This is an optimization exercise on Yosys and OpenROAD, whose aim is small area, a short achievable clock period and few clock cycles per item, not a production implementation.
Only the layout flow was run in this run; the RTL was not checked for function there.
No activity file was given, so power comes from the tool's default toggle rates.

**flow/standard.sh**
```bash
#!/bin/bash
# synth_recipe.tcl (not shown) runs the flow's synth.tcl, then flattens the netlist and writes it again
# the make line also repeats each setting of config.mk as NAME=value (left out here)
make -C /OpenROAD-flow-scripts/flow DESIGN_CONFIG=/design/flow/config.mk WORK_HOME=/design/flow/orfs CLKGATE_MAP_FILE= SYNTH_SCRIPT=/design/flow/synth_recipe.tcl "${@:-finish}"
```
**flow/flow/run.sh**
```bash
#!/bin/bash
# The standard layout (standard.sh: the ORFS flow, standard synthesis included), with two
# changes: the input and output port buffers are the smallest plain buffer, buf_1, instead of the
# cell buffer_ports picks by itself (a 10 um2 delay buffer); and timing repair aims at a setup
# slack of 12.6 ns on the design's clock, so that it speeds up the critical paths.
set -euo pipefail
export BUFFER_PORTS_ARGS="-buffer_cell sky130_fd_sc_hd__buf_1"
export SETUP_SLACK_MARGIN=12.6
bash standard.sh > standard_make.log 2>&1
```
**flow/config.mk**
```make
export PLATFORM = sky130hd
export DESIGN_NAME = expu_accumulator
export DESIGN_NICKNAME = expu_accumulator
export VERILOG_FILES = /design/flow/design.v
export SDC_FILE = /design/flow/constraint.sdc
export NUM_CORES = 4
export LEC_CHECK = 0
export CAP_MARGIN = 20
export CORE_MARGIN = 2
export CORE_UTILIZATION = 40
export SLEW_MARGIN = 20
export SYNTH_HIERARCHICAL = 1
```
**flow/constraint.sdc**
```tcl
create_clock -name core_clock -period 22.0 [get_ports {clk_i}]
set_input_delay 4.4000 -clock core_clock [delete_from_list [all_inputs] [get_ports {clk_i}]]
set_output_delay 4.4000 -clock core_clock [all_outputs]
set_load 0.01 [all_outputs]
```
**flow/design.v**
```verilog
module expu_fa (
    input  logic a,
    input  logic b,
    input  logic c,
    output logic s,
    output logic co
);
    assign s  = a ^ b ^ c;
    assign co = (a & b) | (a & c) | (b & c);
endmodule
module expu_ha (
    input  logic a,
    input  logic b,
    output logic s,
    output logic co
);
    assign s  = a ^ b;
    assign co = a & b;
endmodule
module expu_accumulator #(
    parameter int EXP_BITS  = 8,
    parameter int MANT_BITS = 7,
    parameter int N_ROWS    = 8,
    parameter int ACC_WIDTH = 32,
    parameter int ACC_FRAC  = 16,
    localparam int WIDTH    = EXP_BITS + MANT_BITS + 1
) (
    input  logic                      clk_i,
    input  logic                      rst_ni,
    input  logic                      clear_i,
    input  logic                      enable_i,
    input  logic                      valid_i,
    output logic                      ready_o,
    input  logic [N_ROWS-1:0]         strb_i,
    input  logic [N_ROWS*WIDTH-1:0]   op_i,
    input  logic                      last_i,
    output logic [ACC_WIDTH-1:0]      sum_o,
    output logic                      overflow_o,
    output logic                      valid_o,
    input  logic                      ready_i
);
    logic                 valid_q, part_q, ovf_q;
    logic [ACC_WIDTH-1:0] acc_q;
    logic                 handover, accept, keep;
    logic [N_ROWS-1:0]    lane_sat;
    logic [ACC_WIDTH-1:0] lane_val [N_ROWS];
    logic [ACC_WIDTH-1:0] acc_base, row_a, row_b, total;
    logic                 tree_high, carry;
    assign handover = valid_q & ready_i & enable_i & ~clear_i;
    assign ready_o  = enable_i & ~clear_i & (~valid_q | ready_i);
    assign accept   = valid_i & ready_o;
    assign keep     = part_q | (valid_q & ~handover);
    assign acc_base = acc_q & {ACC_WIDTH{keep}};
    for (genvar i = 0; i < N_ROWS; i++) begin : g_lane
        logic [15:0] x;
        logic [7:0]  e;
        logic        on;
        logic [8:0]  g;
        logic [10:0] h;
        logic [14:0] f;
        logic [4:0]  oh;
        assign x  = op_i[i*WIDTH +: WIDTH];
        assign e  = x[14:7];
        assign on = accept & strb_i[i] & ~x[15];
        assign lane_sat[i] = on & (e >= 8'd143);
        assign g[0] = x[0] & ~e[0];
        for (genvar k = 1; k < 7; k++) begin : g_g
            assign g[k] = e[0] ? x[k-1] : x[k];
        end
        assign g[7] = e[0] ? x[6] : 1'b1;
        assign g[8] = e[0];
        for (genvar k = 0; k < 11; k++) begin : g_h
            if (k < 2)      assign h[k] = g[k] & ~e[1];
            else if (k < 9) assign h[k] = e[1] ? g[k-2] : g[k];
            else            assign h[k] = g[k-2] & e[1];
        end
        for (genvar k = 0; k < 15; k++) begin : g_f
            if (k < 4)       assign f[k] = h[k] & ~e[2];
            else if (k < 11) assign f[k] = e[2] ? h[k-4] : h[k];
            else             assign f[k] = h[k-4] & e[2];
        end
        assign oh[0] = on & (e == 8'd111);
        assign oh[1] = on & (e[7:3] == 5'd14);
        assign oh[2] = on & (e[7:3] == 5'd15);
        assign oh[3] = on & (e[7:3] == 5'd16);
        assign oh[4] = on & (e[7:3] == 5'd17) & (e[2:0] != 3'd7);
        for (genvar j = 0; j < ACC_WIDTH; j++) begin : g_val
            logic t;
            always_comb begin
                t = 1'b0;
                for (int k = 0; k < 5; k++)
                    if (j + 14 - 8*k >= 0 && j + 14 - 8*k <= 14) t = t | (oh[k] & f[j + 14 - 8*k]);
            end
            assign lane_val[i][j] = t;
        end
    end
    logic ts0, tc0, ts1, tc1, ts2, tc2, ts3, tc3, ts4, tc4, ts5, tc5;
    logic ts6, tc6, ts7, tc7, ts8, tc8, ts9, tc9, ts10, tc10, ts11, tc11;
    logic ts12, tc12, ts13, tc13, ts14, tc14, ts15, tc15, ts16, tc16, ts17, tc17;
    logic ts18, tc18, ts19, tc19, ts20, tc20, ts21, tc21, ts22, tc22, ts23, tc23;
    logic ts24, tc24, ts25, tc25, ts26, tc26, ts27, tc27, ts28, tc28, ts29, tc29;
    logic ts30, tc30, ts31, tc31, ts32, tc32, ts33, tc33, ts34, tc34, ts35, tc35;
    logic ts36, tc36, ts37, tc37, ts38, tc38, ts39, tc39, ts40, tc40, ts41, tc41;
    logic ts42, tc42, ts43, tc43, ts44, tc44, ts45, tc45, ts46, tc46, ts47, tc47;
    logic ts48, tc48, ts49, tc49, ts50, tc50, ts51, tc51, ts52, tc52, ts53, tc53;
    logic ts54, tc54, ts55, tc55, ts56, tc56, ts57, tc57, ts58, tc58, ts59, tc59;
    logic ts60, tc60, ts61, tc61, ts62, tc62, ts63, tc63, ts64, tc64, ts65, tc65;
    logic ts66, tc66, ts67, tc67, ts68, tc68, ts69, tc69, ts70, tc70, ts71, tc71;
    logic ts72, tc72, ts73, tc73, ts74, tc74, ts75, tc75, ts76, tc76, ts77, tc77;
    logic ts78, tc78, ts79, tc79, ts80, tc80, ts81, tc81, ts82, tc82, ts83, tc83;
    logic ts84, tc84, ts85, tc85, ts86, tc86, ts87, tc87, ts88, tc88, ts89, tc89;
    logic ts90, tc90, ts91, tc91, ts92, tc92, ts93, tc93, ts94, tc94, ts95, tc95;
    logic ts96, tc96, ts97, tc97, ts98, tc98, ts99, tc99, ts100, tc100, ts101, tc101;
    logic ts102, tc102, ts103, tc103, ts104, tc104, ts105, tc105, ts106, tc106, ts107, tc107;
    logic ts108, tc108, ts109, tc109, ts110, tc110, ts111, tc111, ts112, tc112, ts113, tc113;
    logic ts114, tc114, ts115, tc115, ts116, tc116, ts117, tc117, ts118, tc118, ts119, tc119;
    logic ts120, tc120, ts121, tc121, ts122, tc122, ts123, tc123, ts124, tc124, ts125, tc125;
    logic ts126, tc126, ts127, tc127, ts128, tc128, ts129, tc129, ts130, tc130, ts131, tc131;
    logic ts132, tc132, ts133, tc133, ts134, tc134, ts135, tc135, ts136, tc136, ts137, tc137;
    logic ts138, tc138, ts139, tc139, ts140, tc140, ts141, tc141, ts142, tc142, ts143, tc143;
    logic ts144, tc144, ts145, tc145, ts146, tc146, ts147, tc147, ts148, tc148, ts149, tc149;
    logic ts150, tc150, ts151, tc151, ts152, tc152, ts153, tc153, ts154, tc154, ts155, tc155;
    logic ts156, tc156, ts157, tc157, ts158, tc158, ts159, tc159, ts160, tc160, ts161, tc161;
    logic ts162, tc162, ts163, tc163, ts164, tc164, ts165, tc165, ts166, tc166, ts167, tc167;
    logic ts168, tc168, ts169, tc169, ts170, tc170, ts171, tc171, ts172, tc172, ts173, tc173;
    logic ts174, tc174, ts175, tc175, ts176, tc176, ts177, tc177, ts178, tc178, ts179, tc179;
    logic ts180, tc180, ts181, tc181, ts182, tc182, ts183, tc183, ts184, tc184, ts185, tc185;
    logic ts186, tc186, ts187, tc187, ts188, tc188, ts189, tc189, ts190, tc190, ts191, tc191;
    logic ts192, tc192, ts193, tc193, ts194, tc194, ts195, tc195, ts196, tc196, ts197, tc197;
    logic ts198, tc198, ts199, tc199, ts200, tc200, ts201, tc201, ts202, tc202, ts203, tc203;
    logic ts204, tc204, ts205, tc205, ts206, tc206, ts207, tc207, ts208, tc208, ts209, tc209;
    logic ts210, tc210, ts211, tc211, ts212, tc212, ts213, tc213, ts214, tc214, ts215, tc215;
    logic ts216, tc216, ts217, tc217, ts218, tc218, ts219, tc219, ts220, tc220, ts221, tc221;
    expu_fa u_fa0 (.a(lane_val[0][0]), .b(lane_val[1][0]), .c(lane_val[2][0]), .s(ts0), .co(tc0));
    expu_ha u_ha1 (.a(lane_val[3][0]), .b(lane_val[4][0]), .s(ts1), .co(tc1));
    expu_fa u_fa2 (.a(lane_val[0][1]), .b(lane_val[1][1]), .c(lane_val[2][1]), .s(ts2), .co(tc2));
    expu_fa u_fa3 (.a(lane_val[3][1]), .b(lane_val[4][1]), .c(lane_val[5][1]), .s(ts3), .co(tc3));
    expu_ha u_ha4 (.a(lane_val[6][1]), .b(lane_val[7][1]), .s(ts4), .co(tc4));
    expu_fa u_fa5 (.a(lane_val[0][2]), .b(lane_val[1][2]), .c(lane_val[2][2]), .s(ts5), .co(tc5));
    expu_fa u_fa6 (.a(lane_val[3][2]), .b(lane_val[4][2]), .c(lane_val[5][2]), .s(ts6), .co(tc6));
    expu_fa u_fa7 (.a(lane_val[6][2]), .b(lane_val[7][2]), .c(acc_base[2]), .s(ts7), .co(tc7));
    expu_fa u_fa8 (.a(lane_val[0][3]), .b(lane_val[1][3]), .c(lane_val[2][3]), .s(ts8), .co(tc8));
    expu_fa u_fa9 (.a(lane_val[3][3]), .b(lane_val[4][3]), .c(lane_val[5][3]), .s(ts9), .co(tc9));
    expu_fa u_fa10 (.a(lane_val[6][3]), .b(lane_val[7][3]), .c(acc_base[3]), .s(ts10), .co(tc10));
    expu_fa u_fa11 (.a(lane_val[0][4]), .b(lane_val[1][4]), .c(lane_val[2][4]), .s(ts11), .co(tc11));
    expu_fa u_fa12 (.a(lane_val[3][4]), .b(lane_val[4][4]), .c(lane_val[5][4]), .s(ts12), .co(tc12));
    expu_fa u_fa13 (.a(lane_val[6][4]), .b(lane_val[7][4]), .c(acc_base[4]), .s(ts13), .co(tc13));
    expu_fa u_fa14 (.a(lane_val[0][5]), .b(lane_val[1][5]), .c(lane_val[2][5]), .s(ts14), .co(tc14));
    expu_fa u_fa15 (.a(lane_val[3][5]), .b(lane_val[4][5]), .c(lane_val[5][5]), .s(ts15), .co(tc15));
    expu_fa u_fa16 (.a(lane_val[6][5]), .b(lane_val[7][5]), .c(acc_base[5]), .s(ts16), .co(tc16));
    expu_fa u_fa17 (.a(lane_val[0][6]), .b(lane_val[1][6]), .c(lane_val[2][6]), .s(ts17), .co(tc17));
    expu_fa u_fa18 (.a(lane_val[3][6]), .b(lane_val[4][6]), .c(lane_val[5][6]), .s(ts18), .co(tc18));
    expu_fa u_fa19 (.a(lane_val[6][6]), .b(lane_val[7][6]), .c(acc_base[6]), .s(ts19), .co(tc19));
    expu_fa u_fa20 (.a(lane_val[0][7]), .b(lane_val[1][7]), .c(lane_val[2][7]), .s(ts20), .co(tc20));
    expu_fa u_fa21 (.a(lane_val[3][7]), .b(lane_val[4][7]), .c(lane_val[5][7]), .s(ts21), .co(tc21));
    expu_fa u_fa22 (.a(lane_val[6][7]), .b(lane_val[7][7]), .c(acc_base[7]), .s(ts22), .co(tc22));
    expu_fa u_fa23 (.a(lane_val[0][8]), .b(lane_val[1][8]), .c(lane_val[2][8]), .s(ts23), .co(tc23));
    expu_fa u_fa24 (.a(lane_val[3][8]), .b(lane_val[4][8]), .c(lane_val[5][8]), .s(ts24), .co(tc24));
    expu_fa u_fa25 (.a(lane_val[6][8]), .b(lane_val[7][8]), .c(acc_base[8]), .s(ts25), .co(tc25));
    expu_fa u_fa26 (.a(lane_val[0][9]), .b(lane_val[1][9]), .c(lane_val[2][9]), .s(ts26), .co(tc26));
    expu_fa u_fa27 (.a(lane_val[3][9]), .b(lane_val[4][9]), .c(lane_val[5][9]), .s(ts27), .co(tc27));
    expu_fa u_fa28 (.a(lane_val[6][9]), .b(lane_val[7][9]), .c(acc_base[9]), .s(ts28), .co(tc28));
    expu_fa u_fa29 (.a(lane_val[0][10]), .b(lane_val[1][10]), .c(lane_val[2][10]), .s(ts29), .co(tc29));
    expu_fa u_fa30 (.a(lane_val[3][10]), .b(lane_val[4][10]), .c(lane_val[5][10]), .s(ts30), .co(tc30));
    expu_fa u_fa31 (.a(lane_val[6][10]), .b(lane_val[7][10]), .c(acc_base[10]), .s(ts31), .co(tc31));
    expu_fa u_fa32 (.a(lane_val[0][11]), .b(lane_val[1][11]), .c(lane_val[2][11]), .s(ts32), .co(tc32));
    expu_fa u_fa33 (.a(lane_val[3][11]), .b(lane_val[4][11]), .c(lane_val[5][11]), .s(ts33), .co(tc33));
    expu_fa u_fa34 (.a(lane_val[6][11]), .b(lane_val[7][11]), .c(acc_base[11]), .s(ts34), .co(tc34));
    expu_fa u_fa35 (.a(lane_val[0][12]), .b(lane_val[1][12]), .c(lane_val[2][12]), .s(ts35), .co(tc35));
    expu_fa u_fa36 (.a(lane_val[3][12]), .b(lane_val[4][12]), .c(lane_val[5][12]), .s(ts36), .co(tc36));
    expu_fa u_fa37 (.a(lane_val[6][12]), .b(lane_val[7][12]), .c(acc_base[12]), .s(ts37), .co(tc37));
    expu_fa u_fa38 (.a(lane_val[0][13]), .b(lane_val[1][13]), .c(lane_val[2][13]), .s(ts38), .co(tc38));
    expu_fa u_fa39 (.a(lane_val[3][13]), .b(lane_val[4][13]), .c(lane_val[5][13]), .s(ts39), .co(tc39));
    expu_fa u_fa40 (.a(lane_val[6][13]), .b(lane_val[7][13]), .c(acc_base[13]), .s(ts40), .co(tc40));
    expu_fa u_fa41 (.a(lane_val[0][14]), .b(lane_val[1][14]), .c(lane_val[2][14]), .s(ts41), .co(tc41));
    expu_fa u_fa42 (.a(lane_val[3][14]), .b(lane_val[4][14]), .c(lane_val[5][14]), .s(ts42), .co(tc42));
    expu_fa u_fa43 (.a(lane_val[6][14]), .b(lane_val[7][14]), .c(acc_base[14]), .s(ts43), .co(tc43));
    expu_fa u_fa44 (.a(lane_val[0][15]), .b(lane_val[1][15]), .c(lane_val[2][15]), .s(ts44), .co(tc44));
    expu_fa u_fa45 (.a(lane_val[3][15]), .b(lane_val[4][15]), .c(lane_val[5][15]), .s(ts45), .co(tc45));
    expu_fa u_fa46 (.a(lane_val[6][15]), .b(lane_val[7][15]), .c(acc_base[15]), .s(ts46), .co(tc46));
    expu_fa u_fa47 (.a(lane_val[0][16]), .b(lane_val[1][16]), .c(lane_val[2][16]), .s(ts47), .co(tc47));
    expu_fa u_fa48 (.a(lane_val[3][16]), .b(lane_val[4][16]), .c(lane_val[5][16]), .s(ts48), .co(tc48));
    expu_fa u_fa49 (.a(lane_val[6][16]), .b(lane_val[7][16]), .c(acc_base[16]), .s(ts49), .co(tc49));
    expu_fa u_fa50 (.a(lane_val[0][17]), .b(lane_val[1][17]), .c(lane_val[2][17]), .s(ts50), .co(tc50));
    expu_fa u_fa51 (.a(lane_val[3][17]), .b(lane_val[4][17]), .c(lane_val[5][17]), .s(ts51), .co(tc51));
    expu_fa u_fa52 (.a(lane_val[6][17]), .b(lane_val[7][17]), .c(acc_base[17]), .s(ts52), .co(tc52));
    expu_fa u_fa53 (.a(lane_val[0][18]), .b(lane_val[1][18]), .c(lane_val[2][18]), .s(ts53), .co(tc53));
    expu_fa u_fa54 (.a(lane_val[3][18]), .b(lane_val[4][18]), .c(lane_val[5][18]), .s(ts54), .co(tc54));
    expu_fa u_fa55 (.a(lane_val[6][18]), .b(lane_val[7][18]), .c(acc_base[18]), .s(ts55), .co(tc55));
    expu_fa u_fa56 (.a(lane_val[0][19]), .b(lane_val[1][19]), .c(lane_val[2][19]), .s(ts56), .co(tc56));
    expu_fa u_fa57 (.a(lane_val[3][19]), .b(lane_val[4][19]), .c(lane_val[5][19]), .s(ts57), .co(tc57));
    expu_fa u_fa58 (.a(lane_val[6][19]), .b(lane_val[7][19]), .c(acc_base[19]), .s(ts58), .co(tc58));
    expu_fa u_fa59 (.a(lane_val[0][20]), .b(lane_val[1][20]), .c(lane_val[2][20]), .s(ts59), .co(tc59));
    expu_fa u_fa60 (.a(lane_val[3][20]), .b(lane_val[4][20]), .c(lane_val[5][20]), .s(ts60), .co(tc60));
    expu_fa u_fa61 (.a(lane_val[6][20]), .b(lane_val[7][20]), .c(acc_base[20]), .s(ts61), .co(tc61));
    expu_fa u_fa62 (.a(lane_val[0][21]), .b(lane_val[1][21]), .c(lane_val[2][21]), .s(ts62), .co(tc62));
    expu_fa u_fa63 (.a(lane_val[3][21]), .b(lane_val[4][21]), .c(lane_val[5][21]), .s(ts63), .co(tc63));
    expu_fa u_fa64 (.a(lane_val[6][21]), .b(lane_val[7][21]), .c(acc_base[21]), .s(ts64), .co(tc64));
    expu_fa u_fa65 (.a(lane_val[0][22]), .b(lane_val[1][22]), .c(lane_val[2][22]), .s(ts65), .co(tc65));
    expu_fa u_fa66 (.a(lane_val[3][22]), .b(lane_val[4][22]), .c(lane_val[5][22]), .s(ts66), .co(tc66));
    expu_fa u_fa67 (.a(lane_val[6][22]), .b(lane_val[7][22]), .c(acc_base[22]), .s(ts67), .co(tc67));
    expu_fa u_fa68 (.a(lane_val[0][23]), .b(lane_val[1][23]), .c(lane_val[2][23]), .s(ts68), .co(tc68));
    expu_fa u_fa69 (.a(lane_val[3][23]), .b(lane_val[4][23]), .c(lane_val[5][23]), .s(ts69), .co(tc69));
    expu_fa u_fa70 (.a(lane_val[6][23]), .b(lane_val[7][23]), .c(acc_base[23]), .s(ts70), .co(tc70));
    expu_fa u_fa71 (.a(lane_val[0][24]), .b(lane_val[1][24]), .c(lane_val[2][24]), .s(ts71), .co(tc71));
    expu_fa u_fa72 (.a(lane_val[3][24]), .b(lane_val[4][24]), .c(lane_val[5][24]), .s(ts72), .co(tc72));
    expu_fa u_fa73 (.a(lane_val[6][24]), .b(lane_val[7][24]), .c(acc_base[24]), .s(ts73), .co(tc73));
    expu_fa u_fa74 (.a(lane_val[0][25]), .b(lane_val[1][25]), .c(lane_val[2][25]), .s(ts74), .co(tc74));
    expu_fa u_fa75 (.a(lane_val[3][25]), .b(lane_val[4][25]), .c(lane_val[5][25]), .s(ts75), .co(tc75));
    expu_fa u_fa76 (.a(lane_val[6][25]), .b(lane_val[7][25]), .c(acc_base[25]), .s(ts76), .co(tc76));
    expu_fa u_fa77 (.a(lane_val[0][26]), .b(lane_val[1][26]), .c(lane_val[2][26]), .s(ts77), .co(tc77));
    expu_fa u_fa78 (.a(lane_val[3][26]), .b(lane_val[4][26]), .c(lane_val[5][26]), .s(ts78), .co(tc78));
    expu_fa u_fa79 (.a(lane_val[6][26]), .b(lane_val[7][26]), .c(acc_base[26]), .s(ts79), .co(tc79));
    expu_fa u_fa80 (.a(lane_val[0][27]), .b(lane_val[1][27]), .c(lane_val[2][27]), .s(ts80), .co(tc80));
    expu_fa u_fa81 (.a(lane_val[3][27]), .b(lane_val[4][27]), .c(lane_val[5][27]), .s(ts81), .co(tc81));
    expu_fa u_fa82 (.a(lane_val[6][27]), .b(lane_val[7][27]), .c(acc_base[27]), .s(ts82), .co(tc82));
    expu_fa u_fa83 (.a(lane_val[0][28]), .b(lane_val[1][28]), .c(lane_val[2][28]), .s(ts83), .co(tc83));
    expu_fa u_fa84 (.a(lane_val[3][28]), .b(lane_val[4][28]), .c(lane_val[5][28]), .s(ts84), .co(tc84));
    expu_fa u_fa85 (.a(lane_val[6][28]), .b(lane_val[7][28]), .c(acc_base[28]), .s(ts85), .co(tc85));
    expu_fa u_fa86 (.a(lane_val[0][29]), .b(lane_val[1][29]), .c(lane_val[2][29]), .s(ts86), .co(tc86));
    expu_fa u_fa87 (.a(lane_val[3][29]), .b(lane_val[4][29]), .c(lane_val[5][29]), .s(ts87), .co(tc87));
    expu_fa u_fa88 (.a(lane_val[6][29]), .b(lane_val[7][29]), .c(acc_base[29]), .s(ts88), .co(tc88));
    expu_fa u_fa89 (.a(lane_val[0][30]), .b(lane_val[1][30]), .c(lane_val[2][30]), .s(ts89), .co(tc89));
    expu_fa u_fa90 (.a(lane_val[3][30]), .b(lane_val[4][30]), .c(lane_val[5][30]), .s(ts90), .co(tc90));
    expu_fa u_fa91 (.a(lane_val[6][30]), .b(lane_val[7][30]), .c(acc_base[30]), .s(ts91), .co(tc91));
    expu_fa u_fa92 (.a(lane_val[0][31]), .b(lane_val[1][31]), .c(lane_val[2][31]), .s(ts92), .co(tc92));
    expu_fa u_fa93 (.a(lane_val[3][31]), .b(lane_val[4][31]), .c(lane_val[5][31]), .s(ts93), .co(tc93));
    expu_fa u_fa94 (.a(lane_val[6][31]), .b(lane_val[7][31]), .c(acc_base[31]), .s(ts94), .co(tc94));
    expu_fa u_fa95 (.a(ts0), .b(ts1), .c(lane_val[5][0]), .s(ts95), .co(tc95));
    expu_fa u_fa96 (.a(tc0), .b(tc1), .c(ts2), .s(ts96), .co(tc96));
    expu_ha u_ha97 (.a(ts3), .b(ts4), .s(ts97), .co(tc97));
    expu_fa u_fa98 (.a(tc2), .b(tc3), .c(tc4), .s(ts98), .co(tc98));
    expu_fa u_fa99 (.a(ts5), .b(ts6), .c(ts7), .s(ts99), .co(tc99));
    expu_fa u_fa100 (.a(tc5), .b(tc6), .c(tc7), .s(ts100), .co(tc100));
    expu_fa u_fa101 (.a(ts8), .b(ts9), .c(ts10), .s(ts101), .co(tc101));
    expu_fa u_fa102 (.a(tc8), .b(tc9), .c(tc10), .s(ts102), .co(tc102));
    expu_fa u_fa103 (.a(ts11), .b(ts12), .c(ts13), .s(ts103), .co(tc103));
    expu_fa u_fa104 (.a(tc11), .b(tc12), .c(tc13), .s(ts104), .co(tc104));
    expu_fa u_fa105 (.a(ts14), .b(ts15), .c(ts16), .s(ts105), .co(tc105));
    expu_fa u_fa106 (.a(tc14), .b(tc15), .c(tc16), .s(ts106), .co(tc106));
    expu_fa u_fa107 (.a(ts17), .b(ts18), .c(ts19), .s(ts107), .co(tc107));
    expu_fa u_fa108 (.a(tc17), .b(tc18), .c(tc19), .s(ts108), .co(tc108));
    expu_fa u_fa109 (.a(ts20), .b(ts21), .c(ts22), .s(ts109), .co(tc109));
    expu_fa u_fa110 (.a(tc20), .b(tc21), .c(tc22), .s(ts110), .co(tc110));
    expu_fa u_fa111 (.a(ts23), .b(ts24), .c(ts25), .s(ts111), .co(tc111));
    expu_fa u_fa112 (.a(tc23), .b(tc24), .c(tc25), .s(ts112), .co(tc112));
    expu_fa u_fa113 (.a(ts26), .b(ts27), .c(ts28), .s(ts113), .co(tc113));
    expu_fa u_fa114 (.a(tc26), .b(tc27), .c(tc28), .s(ts114), .co(tc114));
    expu_fa u_fa115 (.a(ts29), .b(ts30), .c(ts31), .s(ts115), .co(tc115));
    expu_fa u_fa116 (.a(tc29), .b(tc30), .c(tc31), .s(ts116), .co(tc116));
    expu_fa u_fa117 (.a(ts32), .b(ts33), .c(ts34), .s(ts117), .co(tc117));
    expu_fa u_fa118 (.a(tc32), .b(tc33), .c(tc34), .s(ts118), .co(tc118));
    expu_fa u_fa119 (.a(ts35), .b(ts36), .c(ts37), .s(ts119), .co(tc119));
    expu_fa u_fa120 (.a(tc35), .b(tc36), .c(tc37), .s(ts120), .co(tc120));
    expu_fa u_fa121 (.a(ts38), .b(ts39), .c(ts40), .s(ts121), .co(tc121));
    expu_fa u_fa122 (.a(tc38), .b(tc39), .c(tc40), .s(ts122), .co(tc122));
    expu_fa u_fa123 (.a(ts41), .b(ts42), .c(ts43), .s(ts123), .co(tc123));
    expu_fa u_fa124 (.a(tc41), .b(tc42), .c(tc43), .s(ts124), .co(tc124));
    expu_fa u_fa125 (.a(ts44), .b(ts45), .c(ts46), .s(ts125), .co(tc125));
    expu_fa u_fa126 (.a(tc44), .b(tc45), .c(tc46), .s(ts126), .co(tc126));
    expu_fa u_fa127 (.a(ts47), .b(ts48), .c(ts49), .s(ts127), .co(tc127));
    expu_fa u_fa128 (.a(tc47), .b(tc48), .c(tc49), .s(ts128), .co(tc128));
    expu_fa u_fa129 (.a(ts50), .b(ts51), .c(ts52), .s(ts129), .co(tc129));
    expu_fa u_fa130 (.a(tc50), .b(tc51), .c(tc52), .s(ts130), .co(tc130));
    expu_fa u_fa131 (.a(ts53), .b(ts54), .c(ts55), .s(ts131), .co(tc131));
    expu_fa u_fa132 (.a(tc53), .b(tc54), .c(tc55), .s(ts132), .co(tc132));
    expu_fa u_fa133 (.a(ts56), .b(ts57), .c(ts58), .s(ts133), .co(tc133));
    expu_fa u_fa134 (.a(tc56), .b(tc57), .c(tc58), .s(ts134), .co(tc134));
    expu_fa u_fa135 (.a(ts59), .b(ts60), .c(ts61), .s(ts135), .co(tc135));
    expu_fa u_fa136 (.a(tc59), .b(tc60), .c(tc61), .s(ts136), .co(tc136));
    expu_fa u_fa137 (.a(ts62), .b(ts63), .c(ts64), .s(ts137), .co(tc137));
    expu_fa u_fa138 (.a(tc62), .b(tc63), .c(tc64), .s(ts138), .co(tc138));
    expu_fa u_fa139 (.a(ts65), .b(ts66), .c(ts67), .s(ts139), .co(tc139));
    expu_fa u_fa140 (.a(tc65), .b(tc66), .c(tc67), .s(ts140), .co(tc140));
    expu_fa u_fa141 (.a(ts68), .b(ts69), .c(ts70), .s(ts141), .co(tc141));
    expu_fa u_fa142 (.a(tc68), .b(tc69), .c(tc70), .s(ts142), .co(tc142));
    expu_fa u_fa143 (.a(ts71), .b(ts72), .c(ts73), .s(ts143), .co(tc143));
    expu_fa u_fa144 (.a(tc71), .b(tc72), .c(tc73), .s(ts144), .co(tc144));
    expu_fa u_fa145 (.a(ts74), .b(ts75), .c(ts76), .s(ts145), .co(tc145));
    expu_fa u_fa146 (.a(tc74), .b(tc75), .c(tc76), .s(ts146), .co(tc146));
    expu_fa u_fa147 (.a(ts77), .b(ts78), .c(ts79), .s(ts147), .co(tc147));
    expu_fa u_fa148 (.a(tc77), .b(tc78), .c(tc79), .s(ts148), .co(tc148));
    expu_fa u_fa149 (.a(ts80), .b(ts81), .c(ts82), .s(ts149), .co(tc149));
    expu_fa u_fa150 (.a(tc80), .b(tc81), .c(tc82), .s(ts150), .co(tc150));
    expu_fa u_fa151 (.a(ts83), .b(ts84), .c(ts85), .s(ts151), .co(tc151));
    expu_fa u_fa152 (.a(tc83), .b(tc84), .c(tc85), .s(ts152), .co(tc152));
    expu_fa u_fa153 (.a(ts86), .b(ts87), .c(ts88), .s(ts153), .co(tc153));
    expu_fa u_fa154 (.a(tc86), .b(tc87), .c(tc88), .s(ts154), .co(tc154));
    expu_fa u_fa155 (.a(ts89), .b(ts90), .c(ts91), .s(ts155), .co(tc155));
    expu_fa u_fa156 (.a(tc89), .b(tc90), .c(tc91), .s(ts156), .co(tc156));
    expu_fa u_fa157 (.a(ts92), .b(ts93), .c(ts94), .s(ts157), .co(tc157));
    expu_ha u_ha158 (.a(ts95), .b(lane_val[6][0]), .s(ts158), .co(tc158));
    expu_fa u_fa159 (.a(tc95), .b(ts96), .c(ts97), .s(ts159), .co(tc159));
    expu_fa u_fa160 (.a(tc96), .b(tc97), .c(ts98), .s(ts160), .co(tc160));
    expu_fa u_fa161 (.a(tc98), .b(tc99), .c(ts100), .s(ts161), .co(tc161));
    expu_fa u_fa162 (.a(tc100), .b(tc101), .c(ts102), .s(ts162), .co(tc162));
    expu_fa u_fa163 (.a(tc102), .b(tc103), .c(ts104), .s(ts163), .co(tc163));
    expu_fa u_fa164 (.a(tc104), .b(tc105), .c(ts106), .s(ts164), .co(tc164));
    expu_fa u_fa165 (.a(tc106), .b(tc107), .c(ts108), .s(ts165), .co(tc165));
    expu_fa u_fa166 (.a(tc108), .b(tc109), .c(ts110), .s(ts166), .co(tc166));
    expu_fa u_fa167 (.a(tc110), .b(tc111), .c(ts112), .s(ts167), .co(tc167));
    expu_fa u_fa168 (.a(tc112), .b(tc113), .c(ts114), .s(ts168), .co(tc168));
    expu_fa u_fa169 (.a(tc114), .b(tc115), .c(ts116), .s(ts169), .co(tc169));
    expu_fa u_fa170 (.a(tc116), .b(tc117), .c(ts118), .s(ts170), .co(tc170));
    expu_fa u_fa171 (.a(tc118), .b(tc119), .c(ts120), .s(ts171), .co(tc171));
    expu_fa u_fa172 (.a(tc120), .b(tc121), .c(ts122), .s(ts172), .co(tc172));
    expu_fa u_fa173 (.a(tc122), .b(tc123), .c(ts124), .s(ts173), .co(tc173));
    expu_fa u_fa174 (.a(tc124), .b(tc125), .c(ts126), .s(ts174), .co(tc174));
    expu_fa u_fa175 (.a(tc126), .b(tc127), .c(ts128), .s(ts175), .co(tc175));
    expu_fa u_fa176 (.a(tc128), .b(tc129), .c(ts130), .s(ts176), .co(tc176));
    expu_fa u_fa177 (.a(tc130), .b(tc131), .c(ts132), .s(ts177), .co(tc177));
    expu_fa u_fa178 (.a(tc132), .b(tc133), .c(ts134), .s(ts178), .co(tc178));
    expu_fa u_fa179 (.a(tc134), .b(tc135), .c(ts136), .s(ts179), .co(tc179));
    expu_fa u_fa180 (.a(tc136), .b(tc137), .c(ts138), .s(ts180), .co(tc180));
    expu_fa u_fa181 (.a(tc138), .b(tc139), .c(ts140), .s(ts181), .co(tc181));
    expu_fa u_fa182 (.a(tc140), .b(tc141), .c(ts142), .s(ts182), .co(tc182));
    expu_fa u_fa183 (.a(tc142), .b(tc143), .c(ts144), .s(ts183), .co(tc183));
    expu_fa u_fa184 (.a(tc144), .b(tc145), .c(ts146), .s(ts184), .co(tc184));
    expu_fa u_fa185 (.a(tc146), .b(tc147), .c(ts148), .s(ts185), .co(tc185));
    expu_fa u_fa186 (.a(tc148), .b(tc149), .c(ts150), .s(ts186), .co(tc186));
    expu_fa u_fa187 (.a(tc150), .b(tc151), .c(ts152), .s(ts187), .co(tc187));
    expu_fa u_fa188 (.a(tc152), .b(tc153), .c(ts154), .s(ts188), .co(tc188));
    expu_fa u_fa189 (.a(tc154), .b(tc155), .c(ts156), .s(ts189), .co(tc189));
    expu_ha u_ha190 (.a(ts158), .b(lane_val[7][0]), .s(ts190), .co(tc190));
    expu_fa u_fa191 (.a(tc158), .b(ts159), .c(acc_base[1]), .s(ts191), .co(tc191));
    expu_fa u_fa192 (.a(tc159), .b(ts160), .c(ts99), .s(ts192), .co(tc192));
    expu_fa u_fa193 (.a(tc160), .b(ts161), .c(ts101), .s(ts193), .co(tc193));
    expu_fa u_fa194 (.a(tc161), .b(ts162), .c(ts103), .s(ts194), .co(tc194));
    expu_fa u_fa195 (.a(tc162), .b(ts163), .c(ts105), .s(ts195), .co(tc195));
    expu_fa u_fa196 (.a(tc163), .b(ts164), .c(ts107), .s(ts196), .co(tc196));
    expu_fa u_fa197 (.a(tc164), .b(ts165), .c(ts109), .s(ts197), .co(tc197));
    expu_fa u_fa198 (.a(tc165), .b(ts166), .c(ts111), .s(ts198), .co(tc198));
    expu_fa u_fa199 (.a(tc166), .b(ts167), .c(ts113), .s(ts199), .co(tc199));
    expu_fa u_fa200 (.a(tc167), .b(ts168), .c(ts115), .s(ts200), .co(tc200));
    expu_fa u_fa201 (.a(tc168), .b(ts169), .c(ts117), .s(ts201), .co(tc201));
    expu_fa u_fa202 (.a(tc169), .b(ts170), .c(ts119), .s(ts202), .co(tc202));
    expu_fa u_fa203 (.a(tc170), .b(ts171), .c(ts121), .s(ts203), .co(tc203));
    expu_fa u_fa204 (.a(tc171), .b(ts172), .c(ts123), .s(ts204), .co(tc204));
    expu_fa u_fa205 (.a(tc172), .b(ts173), .c(ts125), .s(ts205), .co(tc205));
    expu_fa u_fa206 (.a(tc173), .b(ts174), .c(ts127), .s(ts206), .co(tc206));
    expu_fa u_fa207 (.a(tc174), .b(ts175), .c(ts129), .s(ts207), .co(tc207));
    expu_fa u_fa208 (.a(tc175), .b(ts176), .c(ts131), .s(ts208), .co(tc208));
    expu_fa u_fa209 (.a(tc176), .b(ts177), .c(ts133), .s(ts209), .co(tc209));
    expu_fa u_fa210 (.a(tc177), .b(ts178), .c(ts135), .s(ts210), .co(tc210));
    expu_fa u_fa211 (.a(tc178), .b(ts179), .c(ts137), .s(ts211), .co(tc211));
    expu_fa u_fa212 (.a(tc179), .b(ts180), .c(ts139), .s(ts212), .co(tc212));
    expu_fa u_fa213 (.a(tc180), .b(ts181), .c(ts141), .s(ts213), .co(tc213));
    expu_fa u_fa214 (.a(tc181), .b(ts182), .c(ts143), .s(ts214), .co(tc214));
    expu_fa u_fa215 (.a(tc182), .b(ts183), .c(ts145), .s(ts215), .co(tc215));
    expu_fa u_fa216 (.a(tc183), .b(ts184), .c(ts147), .s(ts216), .co(tc216));
    expu_fa u_fa217 (.a(tc184), .b(ts185), .c(ts149), .s(ts217), .co(tc217));
    expu_fa u_fa218 (.a(tc185), .b(ts186), .c(ts151), .s(ts218), .co(tc218));
    expu_fa u_fa219 (.a(tc186), .b(ts187), .c(ts153), .s(ts219), .co(tc219));
    expu_fa u_fa220 (.a(tc187), .b(ts188), .c(ts155), .s(ts220), .co(tc220));
    expu_fa u_fa221 (.a(tc188), .b(ts189), .c(ts157), .s(ts221), .co(tc221));
    assign row_a = {tc220, tc219, tc218, tc217, tc216, tc215, tc214, tc213, tc212, tc211, tc210, tc209, tc208, tc207, tc206, tc205, tc204, tc203, tc202, tc201, tc200, tc199, tc198, tc197, tc196, tc195, tc194, tc193, tc192, tc191, tc190, ts190};
    assign row_b = {ts221, ts220, ts219, ts218, ts217, ts216, ts215, ts214, ts213, ts212, ts211, ts210, ts209, ts208, ts207, ts206, ts205, ts204, ts203, ts202, ts201, ts200, ts199, ts198, ts197, ts196, ts195, ts194, ts193, ts192, ts191, acc_base[0]};
    assign tree_high = tc92 | tc93 | tc94 | tc156 | tc157 | tc189 | tc221;
    logic [ACC_WIDTH-1:0] cp_p, cp_g;
    assign cp_p = row_a ^ row_b;
    assign cp_g = row_a & row_b;
    logic cp_g4_16, cp_p4_16, cp_g4_17, cp_p4_17, cp_g4_18, cp_p4_18, cp_g4_19, cp_p4_19, cp_g4_20, cp_p4_20, cp_g4_21, cp_p4_21, cp_g4_22, cp_p4_22, cp_g4_23, cp_p4_23, cp_g4_24, cp_p4_24, cp_g4_25, cp_p4_25, cp_g4_26, cp_p4_26, cp_g4_27, cp_p4_27, cp_g4_28, cp_p4_28, cp_g4_29, cp_p4_29, cp_g4_30, cp_p4_30, cp_g4_31, cp_p4_31;
    logic cp_g3_8, cp_p3_8, cp_g3_9, cp_p3_9, cp_g3_10, cp_p3_10, cp_g3_11, cp_p3_11, cp_g3_12, cp_p3_12, cp_g3_13, cp_p3_13, cp_g3_14, cp_p3_14, cp_g3_15, cp_p3_15, cp_g3_24, cp_p3_24, cp_g3_25, cp_p3_25, cp_g3_26, cp_p3_26, cp_g3_27, cp_p3_27, cp_g3_28, cp_p3_28, cp_g3_29, cp_p3_29, cp_g3_30, cp_p3_30, cp_g3_31, cp_p3_31;
    logic cp_g2_4, cp_p2_4, cp_g2_5, cp_p2_5, cp_g2_6, cp_p2_6, cp_g2_7, cp_p2_7, cp_g2_12, cp_p2_12, cp_g2_13, cp_p2_13, cp_g2_14, cp_p2_14, cp_g2_15, cp_p2_15, cp_g2_20, cp_p2_20, cp_g2_21, cp_p2_21, cp_g2_22, cp_p2_22, cp_g2_23, cp_p2_23, cp_g2_28, cp_p2_28, cp_g2_29, cp_p2_29, cp_g2_30, cp_p2_30, cp_g2_31, cp_p2_31;
    logic cp_g1_2, cp_p1_2, cp_g1_3, cp_p1_3, cp_g1_6, cp_p1_6, cp_g1_7, cp_p1_7, cp_g1_10, cp_p1_10, cp_g1_11, cp_p1_11, cp_g1_14, cp_p1_14, cp_g1_15, cp_p1_15, cp_g1_18, cp_p1_18, cp_g1_19, cp_p1_19, cp_g1_22, cp_p1_22, cp_g1_23, cp_p1_23, cp_g1_26, cp_p1_26, cp_g1_27, cp_p1_27, cp_g1_30, cp_p1_30, cp_g1_31, cp_p1_31;
    logic cp_g0_1, cp_p0_1, cp_g0_3, cp_p0_3, cp_g0_5, cp_p0_5, cp_g0_7, cp_p0_7, cp_g0_9, cp_p0_9, cp_g0_11, cp_p0_11, cp_g0_13, cp_p0_13, cp_g0_15, cp_p0_15, cp_g0_17, cp_p0_17, cp_g0_19, cp_p0_19, cp_g0_21, cp_p0_21, cp_g0_23, cp_p0_23, cp_g0_25, cp_p0_25, cp_g0_27, cp_p0_27, cp_g0_29, cp_p0_29, cp_g0_31, cp_p0_31;
    assign cp_g0_1 = cp_g[1] | (cp_p[1] & cp_g[0]);
    assign cp_p0_1 = cp_p[1] & cp_p[0];
    assign cp_g0_3 = cp_g[3] | (cp_p[3] & cp_g[2]);
    assign cp_p0_3 = cp_p[3] & cp_p[2];
    assign cp_g0_5 = cp_g[5] | (cp_p[5] & cp_g[4]);
    assign cp_p0_5 = cp_p[5] & cp_p[4];
    assign cp_g0_7 = cp_g[7] | (cp_p[7] & cp_g[6]);
    assign cp_p0_7 = cp_p[7] & cp_p[6];
    assign cp_g0_9 = cp_g[9] | (cp_p[9] & cp_g[8]);
    assign cp_p0_9 = cp_p[9] & cp_p[8];
    assign cp_g0_11 = cp_g[11] | (cp_p[11] & cp_g[10]);
    assign cp_p0_11 = cp_p[11] & cp_p[10];
    assign cp_g0_13 = cp_g[13] | (cp_p[13] & cp_g[12]);
    assign cp_p0_13 = cp_p[13] & cp_p[12];
    assign cp_g0_15 = cp_g[15] | (cp_p[15] & cp_g[14]);
    assign cp_p0_15 = cp_p[15] & cp_p[14];
    assign cp_g0_17 = cp_g[17] | (cp_p[17] & cp_g[16]);
    assign cp_p0_17 = cp_p[17] & cp_p[16];
    assign cp_g0_19 = cp_g[19] | (cp_p[19] & cp_g[18]);
    assign cp_p0_19 = cp_p[19] & cp_p[18];
    assign cp_g0_21 = cp_g[21] | (cp_p[21] & cp_g[20]);
    assign cp_p0_21 = cp_p[21] & cp_p[20];
    assign cp_g0_23 = cp_g[23] | (cp_p[23] & cp_g[22]);
    assign cp_p0_23 = cp_p[23] & cp_p[22];
    assign cp_g0_25 = cp_g[25] | (cp_p[25] & cp_g[24]);
    assign cp_p0_25 = cp_p[25] & cp_p[24];
    assign cp_g0_27 = cp_g[27] | (cp_p[27] & cp_g[26]);
    assign cp_p0_27 = cp_p[27] & cp_p[26];
    assign cp_g0_29 = cp_g[29] | (cp_p[29] & cp_g[28]);
    assign cp_p0_29 = cp_p[29] & cp_p[28];
    assign cp_g0_31 = cp_g[31] | (cp_p[31] & cp_g[30]);
    assign cp_p0_31 = cp_p[31] & cp_p[30];
    assign cp_g1_2 = cp_g[2] | (cp_p[2] & cp_g0_1);
    assign cp_p1_2 = cp_p[2] & cp_p0_1;
    assign cp_g1_3 = cp_g0_3 | (cp_p0_3 & cp_g0_1);
    assign cp_p1_3 = cp_p0_3 & cp_p0_1;
    assign cp_g1_6 = cp_g[6] | (cp_p[6] & cp_g0_5);
    assign cp_p1_6 = cp_p[6] & cp_p0_5;
    assign cp_g1_7 = cp_g0_7 | (cp_p0_7 & cp_g0_5);
    assign cp_p1_7 = cp_p0_7 & cp_p0_5;
    assign cp_g1_10 = cp_g[10] | (cp_p[10] & cp_g0_9);
    assign cp_p1_10 = cp_p[10] & cp_p0_9;
    assign cp_g1_11 = cp_g0_11 | (cp_p0_11 & cp_g0_9);
    assign cp_p1_11 = cp_p0_11 & cp_p0_9;
    assign cp_g1_14 = cp_g[14] | (cp_p[14] & cp_g0_13);
    assign cp_p1_14 = cp_p[14] & cp_p0_13;
    assign cp_g1_15 = cp_g0_15 | (cp_p0_15 & cp_g0_13);
    assign cp_p1_15 = cp_p0_15 & cp_p0_13;
    assign cp_g1_18 = cp_g[18] | (cp_p[18] & cp_g0_17);
    assign cp_p1_18 = cp_p[18] & cp_p0_17;
    assign cp_g1_19 = cp_g0_19 | (cp_p0_19 & cp_g0_17);
    assign cp_p1_19 = cp_p0_19 & cp_p0_17;
    assign cp_g1_22 = cp_g[22] | (cp_p[22] & cp_g0_21);
    assign cp_p1_22 = cp_p[22] & cp_p0_21;
    assign cp_g1_23 = cp_g0_23 | (cp_p0_23 & cp_g0_21);
    assign cp_p1_23 = cp_p0_23 & cp_p0_21;
    assign cp_g1_26 = cp_g[26] | (cp_p[26] & cp_g0_25);
    assign cp_p1_26 = cp_p[26] & cp_p0_25;
    assign cp_g1_27 = cp_g0_27 | (cp_p0_27 & cp_g0_25);
    assign cp_p1_27 = cp_p0_27 & cp_p0_25;
    assign cp_g1_30 = cp_g[30] | (cp_p[30] & cp_g0_29);
    assign cp_p1_30 = cp_p[30] & cp_p0_29;
    assign cp_g1_31 = cp_g0_31 | (cp_p0_31 & cp_g0_29);
    assign cp_p1_31 = cp_p0_31 & cp_p0_29;
    assign cp_g2_4 = cp_g[4] | (cp_p[4] & cp_g1_3);
    assign cp_p2_4 = cp_p[4] & cp_p1_3;
    assign cp_g2_5 = cp_g0_5 | (cp_p0_5 & cp_g1_3);
    assign cp_p2_5 = cp_p0_5 & cp_p1_3;
    assign cp_g2_6 = cp_g1_6 | (cp_p1_6 & cp_g1_3);
    assign cp_p2_6 = cp_p1_6 & cp_p1_3;
    assign cp_g2_7 = cp_g1_7 | (cp_p1_7 & cp_g1_3);
    assign cp_p2_7 = cp_p1_7 & cp_p1_3;
    assign cp_g2_12 = cp_g[12] | (cp_p[12] & cp_g1_11);
    assign cp_p2_12 = cp_p[12] & cp_p1_11;
    assign cp_g2_13 = cp_g0_13 | (cp_p0_13 & cp_g1_11);
    assign cp_p2_13 = cp_p0_13 & cp_p1_11;
    assign cp_g2_14 = cp_g1_14 | (cp_p1_14 & cp_g1_11);
    assign cp_p2_14 = cp_p1_14 & cp_p1_11;
    assign cp_g2_15 = cp_g1_15 | (cp_p1_15 & cp_g1_11);
    assign cp_p2_15 = cp_p1_15 & cp_p1_11;
    assign cp_g2_20 = cp_g[20] | (cp_p[20] & cp_g1_19);
    assign cp_p2_20 = cp_p[20] & cp_p1_19;
    assign cp_g2_21 = cp_g0_21 | (cp_p0_21 & cp_g1_19);
    assign cp_p2_21 = cp_p0_21 & cp_p1_19;
    assign cp_g2_22 = cp_g1_22 | (cp_p1_22 & cp_g1_19);
    assign cp_p2_22 = cp_p1_22 & cp_p1_19;
    assign cp_g2_23 = cp_g1_23 | (cp_p1_23 & cp_g1_19);
    assign cp_p2_23 = cp_p1_23 & cp_p1_19;
    assign cp_g2_28 = cp_g[28] | (cp_p[28] & cp_g1_27);
    assign cp_p2_28 = cp_p[28] & cp_p1_27;
    assign cp_g2_29 = cp_g0_29 | (cp_p0_29 & cp_g1_27);
    assign cp_p2_29 = cp_p0_29 & cp_p1_27;
    assign cp_g2_30 = cp_g1_30 | (cp_p1_30 & cp_g1_27);
    assign cp_p2_30 = cp_p1_30 & cp_p1_27;
    assign cp_g2_31 = cp_g1_31 | (cp_p1_31 & cp_g1_27);
    assign cp_p2_31 = cp_p1_31 & cp_p1_27;
    assign cp_g3_8 = cp_g[8] | (cp_p[8] & cp_g2_7);
    assign cp_p3_8 = cp_p[8] & cp_p2_7;
    assign cp_g3_9 = cp_g0_9 | (cp_p0_9 & cp_g2_7);
    assign cp_p3_9 = cp_p0_9 & cp_p2_7;
    assign cp_g3_10 = cp_g1_10 | (cp_p1_10 & cp_g2_7);
    assign cp_p3_10 = cp_p1_10 & cp_p2_7;
    assign cp_g3_11 = cp_g1_11 | (cp_p1_11 & cp_g2_7);
    assign cp_p3_11 = cp_p1_11 & cp_p2_7;
    assign cp_g3_12 = cp_g2_12 | (cp_p2_12 & cp_g2_7);
    assign cp_p3_12 = cp_p2_12 & cp_p2_7;
    assign cp_g3_13 = cp_g2_13 | (cp_p2_13 & cp_g2_7);
    assign cp_p3_13 = cp_p2_13 & cp_p2_7;
    assign cp_g3_14 = cp_g2_14 | (cp_p2_14 & cp_g2_7);
    assign cp_p3_14 = cp_p2_14 & cp_p2_7;
    assign cp_g3_15 = cp_g2_15 | (cp_p2_15 & cp_g2_7);
    assign cp_p3_15 = cp_p2_15 & cp_p2_7;
    assign cp_g3_24 = cp_g[24] | (cp_p[24] & cp_g2_23);
    assign cp_p3_24 = cp_p[24] & cp_p2_23;
    assign cp_g3_25 = cp_g0_25 | (cp_p0_25 & cp_g2_23);
    assign cp_p3_25 = cp_p0_25 & cp_p2_23;
    assign cp_g3_26 = cp_g1_26 | (cp_p1_26 & cp_g2_23);
    assign cp_p3_26 = cp_p1_26 & cp_p2_23;
    assign cp_g3_27 = cp_g1_27 | (cp_p1_27 & cp_g2_23);
    assign cp_p3_27 = cp_p1_27 & cp_p2_23;
    assign cp_g3_28 = cp_g2_28 | (cp_p2_28 & cp_g2_23);
    assign cp_p3_28 = cp_p2_28 & cp_p2_23;
    assign cp_g3_29 = cp_g2_29 | (cp_p2_29 & cp_g2_23);
    assign cp_p3_29 = cp_p2_29 & cp_p2_23;
    assign cp_g3_30 = cp_g2_30 | (cp_p2_30 & cp_g2_23);
    assign cp_p3_30 = cp_p2_30 & cp_p2_23;
    assign cp_g3_31 = cp_g2_31 | (cp_p2_31 & cp_g2_23);
    assign cp_p3_31 = cp_p2_31 & cp_p2_23;
    assign cp_g4_16 = cp_g[16] | (cp_p[16] & cp_g3_15);
    assign cp_p4_16 = cp_p[16] & cp_p3_15;
    assign cp_g4_17 = cp_g0_17 | (cp_p0_17 & cp_g3_15);
    assign cp_p4_17 = cp_p0_17 & cp_p3_15;
    assign cp_g4_18 = cp_g1_18 | (cp_p1_18 & cp_g3_15);
    assign cp_p4_18 = cp_p1_18 & cp_p3_15;
    assign cp_g4_19 = cp_g1_19 | (cp_p1_19 & cp_g3_15);
    assign cp_p4_19 = cp_p1_19 & cp_p3_15;
    assign cp_g4_20 = cp_g2_20 | (cp_p2_20 & cp_g3_15);
    assign cp_p4_20 = cp_p2_20 & cp_p3_15;
    assign cp_g4_21 = cp_g2_21 | (cp_p2_21 & cp_g3_15);
    assign cp_p4_21 = cp_p2_21 & cp_p3_15;
    assign cp_g4_22 = cp_g2_22 | (cp_p2_22 & cp_g3_15);
    assign cp_p4_22 = cp_p2_22 & cp_p3_15;
    assign cp_g4_23 = cp_g2_23 | (cp_p2_23 & cp_g3_15);
    assign cp_p4_23 = cp_p2_23 & cp_p3_15;
    assign cp_g4_24 = cp_g3_24 | (cp_p3_24 & cp_g3_15);
    assign cp_p4_24 = cp_p3_24 & cp_p3_15;
    assign cp_g4_25 = cp_g3_25 | (cp_p3_25 & cp_g3_15);
    assign cp_p4_25 = cp_p3_25 & cp_p3_15;
    assign cp_g4_26 = cp_g3_26 | (cp_p3_26 & cp_g3_15);
    assign cp_p4_26 = cp_p3_26 & cp_p3_15;
    assign cp_g4_27 = cp_g3_27 | (cp_p3_27 & cp_g3_15);
    assign cp_p4_27 = cp_p3_27 & cp_p3_15;
    assign cp_g4_28 = cp_g3_28 | (cp_p3_28 & cp_g3_15);
    assign cp_p4_28 = cp_p3_28 & cp_p3_15;
    assign cp_g4_29 = cp_g3_29 | (cp_p3_29 & cp_g3_15);
    assign cp_p4_29 = cp_p3_29 & cp_p3_15;
    assign cp_g4_30 = cp_g3_30 | (cp_p3_30 & cp_g3_15);
    assign cp_p4_30 = cp_p3_30 & cp_p3_15;
    assign cp_g4_31 = cp_g3_31 | (cp_p3_31 & cp_g3_15);
    assign cp_p4_31 = cp_p3_31 & cp_p3_15;
    assign total[0] = cp_p[0];
    assign total[1] = cp_p[1] ^ cp_g[0];
    assign total[2] = cp_p[2] ^ cp_g0_1;
    assign total[3] = cp_p[3] ^ cp_g1_2;
    assign total[4] = cp_p[4] ^ cp_g1_3;
    assign total[5] = cp_p[5] ^ cp_g2_4;
    assign total[6] = cp_p[6] ^ cp_g2_5;
    assign total[7] = cp_p[7] ^ cp_g2_6;
    assign total[8] = cp_p[8] ^ cp_g2_7;
    assign total[9] = cp_p[9] ^ cp_g3_8;
    assign total[10] = cp_p[10] ^ cp_g3_9;
    assign total[11] = cp_p[11] ^ cp_g3_10;
    assign total[12] = cp_p[12] ^ cp_g3_11;
    assign total[13] = cp_p[13] ^ cp_g3_12;
    assign total[14] = cp_p[14] ^ cp_g3_13;
    assign total[15] = cp_p[15] ^ cp_g3_14;
    assign total[16] = cp_p[16] ^ cp_g3_15;
    assign total[17] = cp_p[17] ^ cp_g4_16;
    assign total[18] = cp_p[18] ^ cp_g4_17;
    assign total[19] = cp_p[19] ^ cp_g4_18;
    assign total[20] = cp_p[20] ^ cp_g4_19;
    assign total[21] = cp_p[21] ^ cp_g4_20;
    assign total[22] = cp_p[22] ^ cp_g4_21;
    assign total[23] = cp_p[23] ^ cp_g4_22;
    assign total[24] = cp_p[24] ^ cp_g4_23;
    assign total[25] = cp_p[25] ^ cp_g4_24;
    assign total[26] = cp_p[26] ^ cp_g4_25;
    assign total[27] = cp_p[27] ^ cp_g4_26;
    assign total[28] = cp_p[28] ^ cp_g4_27;
    assign total[29] = cp_p[29] ^ cp_g4_28;
    assign total[30] = cp_p[30] ^ cp_g4_29;
    assign total[31] = cp_p[31] ^ cp_g4_30;
    assign carry = cp_g4_31;
    always_ff @(posedge clk_i or negedge rst_ni) begin
        if (!rst_ni) begin
            valid_q <= 1'b0;
            part_q  <= 1'b0;
            ovf_q   <= 1'b0;
        end else if (clear_i) begin
            valid_q <= 1'b0;
            part_q  <= 1'b0;
        end else begin
            if (accept) begin
                valid_q <= last_i;
                part_q  <= ~last_i;
            end else if (handover) begin
                valid_q <= 1'b0;
            end
            ovf_q <= (keep & ovf_q) | (|lane_sat) | tree_high | carry;
        end
    end
    always_ff @(posedge clk_i) begin
        acc_q <= total;
    end
    assign sum_o      = acc_q | {ACC_WIDTH{ovf_q}};
    assign overflow_o = ovf_q;
    assign valid_o    = valid_q;
endmodule
```
==> impl_metrics.json <==
{
  "status": "complete, no violations",
  "fin_crit_ns": 9.705,
  "crit_path_start": "op_i[7]",
  "placed_cells": 1837,
  "finClkSkew_ns": 0.02003,
  "overflow": 0,
  "p_seq_share_pct": 23.3,
  "p_per_area_nw_per_um2": 18.89,
  "vias": 11540,
  "cts.clk_slew.worst_paths_ns": 0.06,
  "utilization_pct": 52.32,
  "rsz0062_at_grt": "true",
  "ys_types": 54,
  "drive_gt1_share_pct": 27.64,
  "clockBufferDepth": 2,
  "area_growth_pct": 28.64,
  "r2r_start": "valid_q",
  "postRouteAntennaNets": 0,
  "yosysSeqAreaShare_pct": 6.114,
  "internal_power_mw": 0.1542,
  "crit_end": "acc_q[30]",
  "hold_viol": 0,
  "htree_levels": 2,
  "p_sw_share_pct": 45.81,
  "drv_cap": 0,
  "synth_common_cells": "fa_1, nor2_1, o22ai_1",
  "finalMaxSlewViolations": 0,
  "netSwitchingPower_mw": 0.1303,
  "holdWs_ns": 0.5359,
  "yosys-top-cells-area": "fa_1, o22ai_1, nor2_1",
  "routed_wl_um": 48790,
  "reg2reg_setup_slack_ns": 16.02,
  "pwr-share-comb_pct": 47.9,
  "ir_drop_v": 0.00002569,
  "start_kind": "input port",
  "fin_tns_setup_ns": 0,
  "post-route-period-util_pct": 44.11,
  "initial_core_util_pct": 40.67,
  "fin_nets": 1923,
  "synth.most_common_cell": "fa_1",
  "cts_buffers": 5,
  "finalSetupViolations": 0,
  "slew_headroom_pct": 21.85,
  "synth_area_um2": 11700,
  "grt_max_degree": 35,
  "reg2reg_depth": 21,
  "portBuffers": 177,
  "clk_latency_ns": 0.32,
  "fmax_ghz": 0.1030,
  "tritoncts": "yes",
  "synth-async-reset-ratio_pct": 8.571,
  "crit_required_ns": 22.19,
  "wl_per_cell_um": 25.58,
  "grt_usage_pct": 31.05,
  "power.leakage_nw": 6.302,
  "cts_sinks": 35,
  "cts-root-buf": "clkbuf_16",
  "gp_congestion": 1.035,
  "io_pins": 178,
  "n_antenna_cell": 0,
  "crit_fanout": 11,
  "rr_endpoint": "acc_q[27]",
  "synth_top_area_share_pct": 37.97,
  "rows": 62,
  "finalNonFillerCells": 1907,
  "crit_path_end_kind": "register",
  "initialDrtViolationCount": 1261,
  "die_h_um": 175.1,
  "coreArea_um2": 28780,
  "grt_pass1_vias": 10990,
  "p_clk_share_pct": 28.8,
  "ys_ff_latch": 35,
  "cp.arrival_ns": 9.89,
  "synth-edff-count": 0,
  "hpwl_um": 39910,
  "antenna_found_initial": 1,
  "cts_hold_buf": 0,
  "via_per_inst": 6.052,
  "drc": 0,
  "dieArea_um2": 30650,
  "firstDrtPassIters": 5,
  "yosysWarnings": 9,
  "fp.dieW_um": 175.1,
  "synth_top_cell_by_area": "fa_1",
  "synth_nets": 1743,
  "grt_pass1_wl_um": 69230,
  "hp-class": "register to register",
  "tightest_slew_ns": 1.160,
  "synth_cells": 1342,
  "fin_total_pwr_mw": 0.2845,
  "ys.flop_type": "dfxtp_1",
  "timing_worst_setup_path_type": "input port to register",
  "synth_area_per_cell_um2": 8.722
}
kinds of logic after synthesis:
group	share of synthesized area [%]
buffers and inverters	3.870
AO/OA/AOI/OAI	16.91
AND/OR/NAND/NOR	21.76
multiplexers	7.729
adder cells (fa/ha/maj)	41.82
XOR/XNOR	1.796
flip-flops	6.114
worst min-delay path by stage:
stage | from | endpoint | cells past startpoint
floorplan | part_q | part_q | 2
global placement | part_q | part_q | 2
detailed placement | part_q | part_q | 2
CTS | part_q | part_q | 2
global route | part_q | part_q | 2
finish | part_q | part_q | 2
flip-flops by register name, summed over array words and instances, names as in the netlist:
| name | cells |
|---|---|
| valid_q | 1 |
| acc_q | 32 |
| part_q | 1 |
| ovf_q | 1 |
power groups by stage:
stage	Clock (mW)	Combinational [mW]	Sequential (mW)
after global placement	0	0.115	0.0675
after detailed placement	0	0.115	0.0677
after floorplan	0	0.0735	0.0662
final	0.0819	0.136	0.0662
after CTS	0.0824	0.127	0.0662
after global routing	0.0848	0.145	0.0666
per-module statistics from Yosys (local to each module, per instance):
module / cells / times used / flops+latches / cell area (um2)
expu_accumulator: 1120 / 1 / 35 / 7298
expu_fa: 1 / 217 / 0 / 20.02
expu_ha: 1 / 5 / 0 / 12.51
layout by cell type, fill, tap and decap left out, types with 7 or more instances in the layout:
cell	Yosys	final
nor2_1	211	191
fa_1	222	178
buf_1	6	157
nand2_1	82	80
o22ai_2	13	76
mux2i_1	60	58
a21oi_1	75	57
o22ai_1	136	53
nor2b_1	53	48
buf_4	0	45
fa_2	0	44
or2_2	33	33
dfxtp_1	32	32
inv_1	34	31
nand2b_1	30	30
mux2_2	27	27
o21ai_0	37	27
nand3_1	36	22
o22ai_4	0	20
ha_4	0	19
a21oi_2	0	17
nand3b_1	16	16
ha_1	36	16
nand3_4	0	14
a31oi_1	15	13
nor2_4	0	13
xor2_1	12	12
buf_2	8	12
xnor2_1	12	11
or2_4	0	10
nand4b_1	7	7
nor2_2	0	7
nor3b_1	7	7
buf_6	7	7
layout make-up:
class	count	area, um2
Clock inverter	2	16.27
Multi-Input combinational cell	1209	12310
Timing Repair Buffer	236	1264
Clock buffer	6	138.9
Inverter	35	131.4
Tap cell	384	480.5
Sequential cell	35	715.7
Fill cell	2677	13720
metal layers:
layer / GRT usage (%) / vias up / wire (um)
li1: - / 5114 / -
met1: 43.51 / 5744 / 20800
met2: 46.69 / 593 / 21420
met3: 7.071 / 90 / 4387
met4: 12.01 / 0 / 2178
met5: 0 / - / 0
worst max-delay path, cell delays in order:
cell and delay, ns:
buf_2 0.23, mux2_2 0.39, o21ai_0 0.22, nor2_1 0.06, a31oi_1 0.65, o22ai_1 0.25
fa_1 0.60, fa_1 0.47, fa_1 0.55, fa_1 0.43, ha_1 0.32, o21a_1 0.15
o21a_4 0.24, a21oi_4 0.21, buf_4 0.15, o21ai_4 0.08, a211oi_2 0.25, o21bai_1 0.11
xor2_1 0.14
what timing repair did:
item                       4_1_cts  5_1_grt
resized for setup              170      130
setup buffers                   35       20
pin swaps                       28       54
setup endpoints to repair       27       25
gates cloned                     4        3
through the flow:
step	setup slack [ns]	instance area, um2
5_1_grt	12.19	15060
2_1_floorplan	12.56	12110
6_report	12.30	15060
3_5_place_dp	11.01	12960
3_3_place_gp	11.00	12950
4_1_cts	12.35	14270

[afterwards: timing with drivers on the ports]
The results above use ideal ports. As a check the final layout listed here was re-extracted and re-timed, cells and wires unchanged. Step 1, drivers: a clkbuf_16 drives clk_i and a buf_2 each remaining input, both assumed. Step 2 also shifts input and output timing later by t, the mid clock arrival at the registers, as if the neighbouring blocks saw the same clock. Slacks: ideal / step 1 / step 2; pairs: ideal / step 1.
t, ns: 0.349
setup WS [ns]: 12.295 / 12.317 / 11.968
hold slack, ns: 0.536 / 0.536 / 0.536
After both steps setup and hold are still met in this run. The setup slack of this run moves by +0.022 ns with the drivers and by -0.327 ns with both steps.
